This design comes from an exercise in tuning for small area and a short achievable clock period on the open sky130 flow, not from production work.
RTL that was checked went through simulation tests only; none was proved equivalent to the original.
Power and IR drop assume default switching activity.

Setup of run A:
Design awb_gain_est, start of the top module:
module awb_gain_est #(
    parameter int ACC_W = 24,
    parameter int CNT_W = 16
) (
    input  logic            clk,
    input  logic            rst,
    input  logic            pix_valid_i,
    input  logic [1:0]      pix_color_i,
    input  logic [7:0]      pix_value_i,
    input  logic            pix_last_i,
    output logic [15:0]     K_R,
    output logic [15:0]     K_G,
    output logic [15:0]     K_B,
    output logic            valid_gain_o,
    output logic            busy_o,
    output logic            overrun_o
);
Size in the first run: about 2300 cells after synthesis, roughly 320 flip-flops, ~65 I/O pins, ~23000 sq um of cells after synthesis.
clock: 13.0 ns
lec_check: 0
cap_margin: 20
core_margin: 2
core_utilization: 40
slew_margin: 20
standard.sh (not shown) runs the stock make flow with config.mk's settings and CLKGATE_MAP_FILE= SYNTH_SCRIPT=/design/flow/synth_recipe.tcl, a recipe that flattens the netlist after the stock synthesis.
==> flow/flow/run.sh <==
#!/bin/bash
# Standard layout, with repair_timing asked for extra setup slack so the
# achieved period shrinks. Each make target's log lands in orfs/logs.
set -euo pipefail
bash standard.sh SETUP_SLACK_MARGIN=8.7 finish > make_finish.log 2>&1
Run A did not stop at any stage, and its layout met the timing, DRC and antenna checks.
Modified inputs, run B compared to run A
==> flow/flow/run.sh <==
#!/bin/bash
# Standard layout, with repair_timing asked for extra setup slack so the
# achieved period shrinks. Each make target's log lands in orfs/logs.
set -euo pipefail
bash standard.sh SETUP_SLACK_MARGIN=9 finish > make_finish.log 2>&1
Findings:
- [run B] all-layer global routing usage rose 0.32 points relative to run A
- From run A to run B the numbers moved as follows: placed wire-length estimate went down, required time of the critical path now larger, number of standard cells in the layout, taps in and fillers out +1.5%.
- Looking at relative contribution of combinational cells to total power, run B sits above run A.
- | final worst slack | higher: run B |
- Of run A and run B, run B shows the lower time the final worst path needs with I/O delays and setup, with run A above it.
- Summed area of non-filler cells in the final layout grows by a few percent when moving from run A to run B.
Here is what was changed in the inputs of run C compared with run B.
==> flow/flow/run.sh <==
#!/bin/bash
# Standard layout, with repair_timing asked for extra setup slack so the
# achieved period shrinks. Each make target's log lands in orfs/logs.
set -euo pipefail
bash standard.sh SETUP_SLACK_MARGIN=9.3 finish > make_finish.log 2>&1
[summary]
- Of run B and run C, the run reporting the lower worst-case vdd ir drop was run B.
- Maximum level of the CTS H-tree came out exactly the same in run B and run C.
- Changes observed in run C relative to run B: met2 capacity usage during global routing rose 1.3 points, area overhead of the layout relative to synthesis rose 3.3 points, final-layout clock buffer total rose about 11%.
[inputs] run D vs run C
==> flow/flow/run.sh <==
#!/bin/bash
# Standard layout, with repair_timing asked for extra setup slack so the
# achieved period shrinks. Each make target's log lands in orfs/logs.
set -euo pipefail
bash standard.sh SETUP_SLACK_MARGIN=9 finish > make_finish.log 2>&1
-- flow/config.mk --
<<< run C, line 8
export CAP_MARGIN = 20
export CORE_MARGIN = 2
export CORE_UTILIZATION = 40
export SLEW_MARGIN = 20
>>> run D, line 8
export CAP_MARGIN = 20
export CORE_MARGIN = 2
export CORE_UTILIZATION = 65
export PLACE_DENSITY = 0.75
export SLEW_MARGIN = 20
--- outcome ---
Relative to run C, die area has gone down in run D.
Looking at area of all placed cells without fillers, run D sits below run C.
Run D packs its core tighter than run C.
### run D -> run E
-- flow/config.mk --
<<< run D, line 8
export CAP_MARGIN = 20
export CORE_MARGIN = 2
export CORE_UTILIZATION = 65
export PLACE_DENSITY = 0.75
export SLEW_MARGIN = 20
>>> run E, line 8
export CAP_MARGIN = 20
export CORE_MARGIN = 2
export CORE_UTILIZATION = 40
export CTS_CLUSTER_DIAMETER = 70
export CTS_CLUSTER_SIZE = 22
export SLEW_MARGIN = 20
### Flow results
- From run D to run E the numbers moved as follows: wire length went up; overall power consumption went down; non-clock buffer count went down; critical path's largest stage delay did not really move.
- Per the final summary, run E finished and its layout is clean on timing, DRC and antenna.
- Looking only at final worst slack, and setting everything else aside, the higher value of run E and run D goes to run E.
- Between run D and run E, the flow reports met3 routed wirelength decreasing by more than a quarter.
- Minimum clock period, run E and run D: lower on run E
No functional check of the RTL was part of any run of this note.

Another version of the RTL of awb_gain_est (not shown whole).
Size in the first run: about 65 I/O pins, roughly 0.023 mm2 of cells after synthesis.
## awb_gain_est
module awb_gain_est #(
    parameter int ACC_W = 24,
    parameter int CNT_W = 16
) (
    input  logic            clk,
    input  logic            rst,
    input  logic            pix_valid_i,
    input  logic [1:0]      pix_color_i,
    input  logic [7:0]      pix_value_i,
    input  logic            pix_last_i,
    output logic [15:0]     K_R,
    output logic [15:0]     K_G,
    output logic [15:0]     K_B,
    output logic            valid_gain_o,
    output logic            busy_o,
    output logic            overrun_o
);
    localparam int SW = 13;    
    localparam int NW = 6;     
    assign K_G = 16'h0100;
    logic close_w;
    assign close_w = pix_valid_i & pix_last_i;
    logic [2:0] p_hit;      
    logic [7:0] p_val;
    logic       p_ovr;      
    always_ff @(posedge clk) begin
        p_hit[0] <= pix_valid_i & (pix_color_i == 2'd0);
        p_hit[1] <= pix_valid_i & (pix_color_i == 2'd1);
        p_hit[2] <= pix_valid_i & (pix_color_i == 2'd2);
  ...
Settings: LEC_CHECK=0, CAP_MARGIN=20, CELL_PAD_IN_SITES_DETAIL_PLACEMENT=0, CELL_PAD_IN_SITES_GLOBAL_PLACEMENT=0, CORE_MARGIN=2, CORE_UTILIZATION=40, CTS_BUF_LIST=sky130_fd_sc_hd__clkbuf_8 sky130_fd_sc_hd__clkbuf_16, CTS_CLUSTER_DIAMETER=70, CTS_CLUSTER_SIZE=24, PLACE_DENSITY=0.75, SLEW_MARGIN=20; clock period 13.0 ns.
==> flow/flow/run.sh <==
#!/bin/bash
# Standard layout, with fast port buffers and repair_timing asked for extra
# setup slack so the achieved period shrinks. Each make step's log lands in
# orfs/logs; make's own output goes to make_finish.log.
set -euo pipefail
bash standard.sh SETUP_SLACK_MARGIN=9 \
  "BUFFER_PORTS_ARGS=-buffer_cell sky130_fd_sc_hd__buf_4" \
  finish > make_finish.log 2>&1
Next try:
==> flow/flow/run.sh (replaced) <==
#!/bin/bash
# Standard layout with fast port buffers. Synthesis, floorplan and placement
# run with the standard setup margin; clock tree synthesis and routing ask
# repair_timing for extra setup slack so the achieved period shrinks. Each
# make step's log lands in orfs/logs; make's own output goes to make_*.log.
set -euo pipefail
bash standard.sh "BUFFER_PORTS_ARGS=-buffer_cell sky130_fd_sc_hd__buf_4" \
  synth floorplan place > make_place.log 2>&1
bash standard.sh SETUP_SLACK_MARGIN=9 \
  "BUFFER_PORTS_ARGS=-buffer_cell sky130_fd_sc_hd__buf_4" \
  finish > make_finish.log 2>&1
==> flow/config.mk (replaced) <==
export PLATFORM = sky130hd
export DESIGN_NAME = awb_gain_est
export DESIGN_NICKNAME = awb_gain_est
export VERILOG_FILES = /design/flow/design.v
export SDC_FILE = /design/flow/constraint.sdc
export NUM_CORES = 4
export LEC_CHECK = 0
export CAP_MARGIN = 20
export CORE_MARGIN = 2
export CORE_UTILIZATION = 40
export CTS_BUF_LIST = sky130_fd_sc_hd__clkbuf_8
export CTS_CLUSTER_DIAMETER = 55
export CTS_CLUSTER_SIZE = 16
export SLEW_MARGIN = 20
Result: The new run finished clean. Worst setup slack degrades by 0.048 ns. Power increases by about 4%. Clock-buffer cell count grows by 17. Worst hold slack barely changes. Via count grows by 3.1%. Routed wire length goes up by 12%. Core utilization rose by 1.1 points.

[afterwards: timing with drivers on the ports]
Ports are ideal in the flow. The routed layouts listed here were re-timed in OpenROAD.
Step 1: set_driving_cell puts a clkbuf_16 on clk and a buf_2 on each other input, an assumption about the parent block.
Step 2 adds t to the input delays and takes it off the output delays; t is the mean of the earliest and latest rising clock arrival at the registers after step 1. Input paths then give back, and output paths get back, about the clock's delay inside the block.
Three values: no drivers, after step 1, after step 2; two values: the first two.
| run | shift t [ns] | slack for setup (ns) | clock arrival spread, ns | worst data-port slew with drivers (ns) | cell pins on the clock port's net |
|---|---|---|---|---|---|
| run A | 0.609 | 8.738 / 8.685 / 8.809 | 0.020 / 0.020 | 0.04 | 1 |
| run B | 0.619 | 8.906 / 8.906 / 8.906 | 0.030 / 0.030 | 0.04 | 1 |
| run C | 0.622 | 9.001 / 9.001 / 9.001 | 0.024 / 0.024 | 0.03 | 1 |
| run D | 0.614 | 8.897 / 8.897 / 8.897 | 0.029 / 0.028 | 0.03 | 1 |
| run E | 0.629 | 8.903 / 8.903 / 8.903 | 0.020 / 0.020 | 0.04 | 1 |
| the first run of note 2 | 0.637 | 9.090 / 9.075 / 9.090 | 0.034 / 0.034 | 0.03 | 1 |
| the second run of note 2 | 0.692 | 9.041 / 9.021 / 9.041 | 0.104 / 0.103 | 0.03 | 1 |
After both steps every run listed still meets setup and hold.
